Source: an optimization exercise on an open RTL-to-GDS flow (aim: small area). Production flows keep margins and buffers that such runs may drop. In this exercise RTL edits were held to simulation tests only and were not proved equivalent to the original. Power is estimated from default activity; no workload was simulated. No driver is modelled on the clock port, so clocking that relies on it looks cheaper here than on a real chip.

Setup of build 23:
// ethernet_mac
module ethernet_mac
(
    input  logic         clk,
    input  logic         rst_n,
    input  logic [31:0]  tx_data,
    input  logic [6:0]   tx_len,
    input  logic         tx_req,
    output logic         tx_ack,
    output logic [31:0]  rx_data,
    output logic [6:0]   rx_len,
    output logic         rx_last,
    output logic         rx_req,
    input  logic         rx_ack,
    output logic [7:0]   gmii_tx_d,
    output logic         gmii_tx_en,
    input  logic [7:0]   gmii_rx_d,
    input  logic         gmii_rx_dv,
    input  logic         gmii_rx_er,
    output logic [31:0]  tx_frame_count,
    output logic [31:0]  rx_drop_count
);
Size in the first run: roughly 1200 flip-flops, roughly 170 I/O pins.
==> flow/config.mk <==
export PLATFORM = sky130hd
export DESIGN_NAME = ethernet_mac
export DESIGN_NICKNAME = ethernet_mac
export VERILOG_FILES = /design/flow/design.v
export SDC_FILE = /design/flow/constraint.sdc
export NUM_CORES = 4
export LEC_CHECK = 0
export CAP_MARGIN = 20
export CORE_MARGIN = 2
export CORE_UTILIZATION = 40
export CTS_BUF_LIST = sky130_fd_sc_hd__clkbuf_16
export CTS_CLUSTER_DIAMETER = 60
export CTS_CLUSTER_SIZE = 30
export SLEW_MARGIN = 20
==> flow/constraint.sdc <==
create_clock -name core_clock -period 8.0 [get_ports {clk}]
set_input_delay 1.6000 -clock core_clock [delete_from_list [all_inputs] [get_ports {clk}]]
set_output_delay 1.6000 -clock core_clock [all_outputs]
set_load 0.01 [all_outputs]
run.sh (not shown) runs the stock make flow with config.mk's settings and CLKGATE_MAP_FILE= SYNTH_SCRIPT=/design/flow/synth_recipe.tcl, a recipe that flattens the netlist after the stock synthesis.
[inputs] build 69 vs build 23
Settings: clearing CTS_BUF_LIST, which used to be sky130_fd_sc_hd__clkbuf_16; clearing CTS_CLUSTER_SIZE, which used to be 30; clearing CTS_CLUSTER_DIAMETER, which used to be 60.
[summary]
- Per the final summary, build 23 finished and its layout is clean on timing, DRC and antenna.
- Build 69 finished every step from synthesis to the final layout, and the layout passed the timing, design-rule and antenna checks.
- Build 69 reports a higher tightest slew margin relative to the limit than build 23 does.
- Between build 23 and build 69, the number of pins exceeding their max-slew limit in the final report does not differ in any meaningful way.
- On setup skew after layout: build 69 sits below build 23.
[inputs] build 20 vs build 69
Settings: putting CTS_CLUSTER_SIZE at 18 where nothing was set; putting CTS_BUF_LIST at sky130_fd_sc_hd__clkbuf_8 where nothing was set; putting CTS_CLUSTER_DIAMETER at 40 where nothing was set.
Notes after the runs:
Build 20 — peak supply drop 1.4% lower, build 69 as reference
Compared build 20 vs build 69, and number of levels in the clock H-tree is up in build 20.
Taking build 69 as the reference, in build 20 total placed instance area essentially unchanged; wire length essentially unchanged.
Higher worst clock skew goes to build 20 over build 69.
From build 69 to build 20 the numbers moved as follows: largest incremental delay on the critical path down 0.03 ns, global-route usage over all layers flat, clock share of power down 3.4 points.
On hold slack, build 69 tracks build 20 almost exactly.

---

ethernet_mac, a different RTL version from the one above (not shown whole).
For scale: roughly 2,300 cells after synthesis, roughly 1,300 flip-flops, roughly 170 I/O pins.
clock: 8.0 ns
lec_check: 0
cap_margin: 20
core_margin: 2
core_utilization: 70
place_density: 0.8
slew_margin: 20
standard.sh (not shown) runs the stock make flow with config.mk's settings and CLKGATE_MAP_FILE= SYNTH_SCRIPT=/design/flow/synth_recipe.tcl, a recipe that flattens the netlist after the stock synthesis.
==> flow/flow/run.sh <==
#!/bin/bash
# Standard layout with three changes:
#  - technology mapping with an area-oriented abc script (flow/abc_map.script)
#    in place of ORFS's abc_speed.script; the rest of the synthesis is unchanged
#  - ports buffered with the smallest buffer
#  - clock tree synthesis without dummy loads, with larger sink clusters
set -euo pipefail
rm -rf scripts
cp -r "$FLOW_HOME/scripts" scripts
cp flow/abc_map.script scripts/abc_speed.script
bash standard.sh \
  "SCRIPTS_DIR=$PWD/scripts" \
  "BUFFER_PORTS_ARGS=-buffer_cell sky130_fd_sc_hd__buf_1" \
  "CTS_ARGS=-sink_clustering_enable -repair_clock_nets -dont_use_dummy_load -buf_list sky130_fd_sc_hd__clkbuf_8 -sink_clustering_buffer sky130_fd_sc_hd__clkbuf_16 -sink_clustering_size 34 -sink_clustering_max_diameter 75" \
  finish > flow.log 2>&1
==> flow/flow/abc_map.script <==
&get -n
&st
&dc2
&dch
&nf -a -R 1000
&st
&dc2
&dch
&nf -a -R 1000
&put
topo
Edit:
--- a/flow/config.mk
+++ b/flow/config.mk
@@ -8,5 +8,5 @@
 export CAP_MARGIN = 20
 export CORE_MARGIN = 2
-export CORE_UTILIZATION = 70
-export PLACE_DENSITY = 0.8
+export CORE_UTILIZATION = 65
+export PLACE_DENSITY = 0.75
 export SLEW_MARGIN = 20
After rerunning: Power drops by about 0.36%. Worst hold slack improved by 0.048 ns. Core utilization drops by 5.1 points. Routed wire length drops by about 4.4%. Cell area barely changes. Sequential share of layout area drops by 0.19 points.

---

Setup of v36:
ethernet_mac, a different RTL version from the one above (not shown whole).
Size in the first run: ~2,400 cells after synthesis, ~1,300 flip-flops, roughly 170 I/O pins, ~0.039 mm2 of cells after synthesis.
==> flow/config.mk <==
export PLATFORM = sky130hd
export DESIGN_NAME = ethernet_mac
export DESIGN_NICKNAME = ethernet_mac
export VERILOG_FILES = /design/flow/design.v
export SDC_FILE = /design/flow/constraint.sdc
export NUM_CORES = 4
export LEC_CHECK = 0
export CAP_MARGIN = 20
export CORE_MARGIN = 2
export CORE_UTILIZATION = 40
export SLEW_MARGIN = 20
==> flow/constraint.sdc <==
create_clock -name core_clock -period 8.0 [get_ports {clk}]
set_input_delay 1.6000 -clock core_clock [delete_from_list [all_inputs] [get_ports {clk}]]
set_output_delay 1.6000 -clock core_clock [all_outputs]
set_load 0.01 [all_outputs]
==> flow/flow/run.sh <==
#!/bin/bash
# Standard layout with two changes: ports buffered with the smallest buffer,
# and clock tree synthesis without dummy loads.
set -euo pipefail
bash standard.sh \
  "BUFFER_PORTS_ARGS=-buffer_cell sky130_fd_sc_hd__buf_1" \
  "CTS_ARGS=-sink_clustering_enable -repair_clock_nets -dont_use_dummy_load -buf_list sky130_fd_sc_hd__clkbuf_16 -sink_clustering_size 36 -sink_clustering_max_diameter 60" \
  finish > flow.log 2>&1
For v26, these inputs were changed with respect to v36:
# v36
export LEC_CHECK = 0
export CAP_MARGIN = 20
export CORE_MARGIN = 2
export CORE_UTILIZATION = 40
export SLEW_MARGIN = 20
create_clock -name core_clock -period 8.0 [get_ports {clk}]
# v26
export LEC_CHECK = 0
export CAP_MARGIN = 20
export CORE_MARGIN = 2
export CORE_UTILIZATION = 60
export PLACE_DENSITY = 0.7
export SLEW_MARGIN = 20
create_clock -name core_clock -period 8.0 [get_ports {clk}]
==> flow/flow/run.sh <==
#!/bin/bash
# Standard layout with three changes:
#  - technology mapping with an area-oriented abc script (flow/abc_map.script)
#    in place of ORFS's abc_speed.script; the rest of the synthesis is unchanged
#  - ports buffered with the smallest buffer
#  - clock tree synthesis without dummy loads, with larger sink clusters
set -euo pipefail
rm -rf scripts
cp -r "$FLOW_HOME/scripts" scripts
cp flow/abc_map.script scripts/abc_speed.script
bash standard.sh \
  "SCRIPTS_DIR=$PWD/scripts" \
  "BUFFER_PORTS_ARGS=-buffer_cell sky130_fd_sc_hd__buf_1" \
  "CTS_ARGS=-sink_clustering_enable -repair_clock_nets -dont_use_dummy_load -buf_list sky130_fd_sc_hd__clkbuf_16 -sink_clustering_size 30 -sink_clustering_max_diameter 60" \
  finish > flow.log 2>&1
==> flow/flow/abc_map.script (new file) <==
&get -n
&st
&dch
&nf -a
&st
&dch
&nf -a
&put
topo
Results
Of v26 and v36, the higher number of cells in the design after placement belongs to v36.
v36 ended up with simple AND/OR/NAND/NOR gates as its dominant combinational cell family by area after synthesis; v26 ended up with compound AO/OA/AOI/OAI gates.
Compared to v36, the router laid down less metal wire for v26.
v26 went all the way through synthesis, placement and routing and the layout is clean on timing, DRC and antenna.
Where headroom to the max-slew limit is concerned, v36 is outperformed by v26.
v26 ended up with a lower post-route non-filler standard cell count than v36 did.
Setup changes, v26 to v6
diff --git a/flow/flow/run.sh b/flow/flow/run.sh
--- a/flow/flow/run.sh
+++ b/flow/flow/run.sh
@@ -14 +14 @@
-  "CTS_ARGS=-sink_clustering_enable -repair_clock_nets -dont_use_dummy_load -buf_list sky130_fd_sc_hd__clkbuf_16 -sink_clustering_size 30 -sink_clustering_max_diameter 60" \
+  "CTS_ARGS=-sink_clustering_enable -repair_clock_nets -dont_use_dummy_load -buf_list sky130_fd_sc_hd__clkbuf_16 -sink_clustering_size 38 -sink_clustering_max_diameter 80" \
[summary]
The final reports for v6 and v26 show total clock buffers created by CTS lower in the former.
Per the comparison of v6 with v26, power share of the combinational group picked up an extra 0.5 points, transition time of the tightest slew-check pin picked up an extra 0.017 ns, non-clock buffer count lost 1.
From v26 to v6 the numbers moved as follows: global-route usage over all layers went down by 0.18 points, combinational power was more or less identical.
Setup changes, v6 to v18
diff --git a/flow/flow/run.sh b/flow/flow/run.sh
--- a/flow/flow/run.sh
+++ b/flow/flow/run.sh
@@ -14 +14 @@
-  "CTS_ARGS=-sink_clustering_enable -repair_clock_nets -dont_use_dummy_load -buf_list sky130_fd_sc_hd__clkbuf_16 -sink_clustering_size 38 -sink_clustering_max_diameter 80" \
+  "CTS_ARGS=-sink_clustering_enable -repair_clock_nets -dont_use_dummy_load -buf_list sky130_fd_sc_hd__clkbuf_8 -sink_clustering_buffer sky130_fd_sc_hd__clkbuf_16 -sink_clustering_size 30 -sink_clustering_max_diameter 75" \
==> comparison <==
Going from v6 to v18, share of post-route cells with drive strength above 1 grew by 0.35 points, overall power of the completed layout went up by 130 uW, final antenna diode count up 4, clock skew increased 0.063 ns.
Count of vias placed by the detailed router went up slightly going from v6 to v18.
Going from v6 to v18, data arrival time at the worst-slack endpoint went up by 0.11 ns; overall global routing resource usage was more or less identical; worst setup slack went down by 0.11 ns; final standard cell count with taps included and fillers excluded went up by 13; final critical path time including I/O delays and setup went up by 0.11 ns.
Changes in v55 relative to v18:
# v18
export LEC_CHECK = 0
export CAP_MARGIN = 20
export CORE_MARGIN = 2
export CORE_UTILIZATION = 60
export PLACE_DENSITY = 0.7
export SLEW_MARGIN = 20
create_clock -name core_clock -period 8.0 [get_ports {clk}]
# v55
export LEC_CHECK = 0
export CAP_MARGIN = 20
export CORE_MARGIN = 2
export CORE_UTILIZATION = 40
export SLEW_MARGIN = 20
create_clock -name core_clock -period 8.0 [get_ports {clk}]
==> flow/flow/run.sh <==
#!/bin/bash
# Standard layout with two changes: ports buffered with the smallest buffer,
# and clock tree synthesis without dummy loads.
set -euo pipefail
bash standard.sh \
  "BUFFER_PORTS_ARGS=-buffer_cell sky130_fd_sc_hd__buf_1" \
  "CTS_ARGS=-sink_clustering_enable -repair_clock_nets -dont_use_dummy_load -buf_list sky130_fd_sc_hd__clkbuf_16 -sink_clustering_size 36 -sink_clustering_max_diameter 70" \
  finish > flow.log 2>&1
removed: flow/flow/abc_map.script
- v55 ran to completion and came out clean on the timing, design-rule and antenna checks.
- Portion of total power attributed to combinational logic sits higher in v55 than in v18.
- Sequential share of layout area for v55: 2.0 points down relative to v18
- Between v55 and v18, horizontal die dimension is lower for v18, v55 comes in above that.
The inputs of v52 differ from those of v55 as listed below.
# v55
export LEC_CHECK = 0
export CAP_MARGIN = 20
export CORE_MARGIN = 2
export CORE_UTILIZATION = 40
export SLEW_MARGIN = 20
create_clock -name core_clock -period 8.0 [get_ports {clk}]
# v52
export LEC_CHECK = 0
export CAP_MARGIN = 20
export CORE_MARGIN = 2
export CORE_UTILIZATION = 60
export PLACE_DENSITY = 0.7
export SLEW_MARGIN = 20
create_clock -name core_clock -period 8.0 [get_ports {clk}]
==> flow/flow/run.sh <==
#!/bin/bash
# Standard layout with three changes:
#  - technology mapping with an area-oriented abc script (flow/abc_map.script)
#    in place of ORFS's abc_speed.script; the rest of the synthesis is unchanged
#  - ports buffered with the smallest buffer
#  - clock tree synthesis without dummy loads, with larger sink clusters
set -euo pipefail
rm -rf scripts
cp -r "$FLOW_HOME/scripts" scripts
cp flow/abc_map.script scripts/abc_speed.script
bash standard.sh \
  "SCRIPTS_DIR=$PWD/scripts" \
  "BUFFER_PORTS_ARGS=-buffer_cell sky130_fd_sc_hd__buf_1" \
  "CTS_ARGS=-sink_clustering_enable -repair_clock_nets -dont_use_dummy_load -buf_list sky130_fd_sc_hd__clkbuf_16 -sink_clustering_size 30 -sink_clustering_max_diameter 75" \
  finish > flow.log 2>&1
==> flow/flow/abc_map.script (new file) <==
&get -n
&st
&dch
&nf -a
&st
&dch
&nf -a
&put
topo
[summary]
- Summary: with v55 as the reference, total of clock buffers placed in the layout in v52 moved down by a few percent.
- Between v52 and v55, the required time of the worst setup path does not differ in any meaningful way.
- Via count: v55 vs v52, no meaningful difference
- v55 -> v52: clock share of power flat
- v52 ends up with lower number of stages on the worst setup path than v55 does.
- Summary of v52 over v55: final design area excluding fillers dropped about 2.5%, synthesized cell count dropped 80, area after synthesis dropped 1.9%, internal reg-to-reg setup slack climbed 0.05 ns.
- v52 — post-layout net count 15 lower, v55 as reference
- Sequential share of layout area ends up lower on v55.

port drivers added, routing unchanged:
The results above use ideal ports. As a check the final layouts listed here were re-extracted and re-timed, cells and wires unchanged.
Step 1 sets driving cells, clkbuf_16 on the clock port and buf_2 on the other inputs (assumed; they add their load-dependent delay and slew).
Step 2 moves the port delays by t, midway between the first and last clock arrival at a register: inputs arrive t later, outputs are due t later. That takes back most of the time a late clock gives input paths.
Three values: ideal ports, drivers, drivers and shift; two values: the first two.
| run | t, ns | setup WS [ns] | hold WS [ns] | worst setup path at the end |
|---|---|---|---|---|
| build 23 | 0.727 | 1.561 / 1.501 / 2.228 | 0.322 / 0.322 / 0.322 | register to output |
| build 69 | 0.740 | 1.548 / 1.488 / 2.229 | 0.327 / 0.327 / 0.327 | register to output |
| build 20 | 0.867 | 1.383 / 1.326 / 2.193 | 0.325 / 0.325 / 0.325 | register to output |
| the first run of note 2 | 0.770 | 3.043 / 2.987 / 3.363 | 0.225 / 0.225 / 0.225 | input to register |
| the second run of note 2 | 0.771 | 2.970 / 2.913 / 3.482 | 0.273 / 0.273 / 0.273 | input to register |
| v36 | 0.694 | 3.145 / 3.084 / 3.778 | 0.296 / 0.296 / 0.296 | register to output |
| v26 | 0.695 | 3.096 / 3.030 / 3.573 | 0.304 / 0.304 / 0.304 | input to register |
| v6 | 0.662 | 3.077 / 3.011 / 3.596 | 0.304 / 0.304 / 0.304 | input to register |
| v18 | 0.781 | 2.966 / 2.913 / 3.519 | 0.246 / 0.246 / 0.246 | input to register |
| v55 | 0.709 | 3.121 / 3.062 / 3.771 | 0.289 / 0.289 / 0.289 | register to output |
| v52 | 0.675 | 3.081 / 3.014 / 3.528 | 0.278 / 0.278 / 0.278 | input to register |
After both steps every run listed still meets setup and hold.
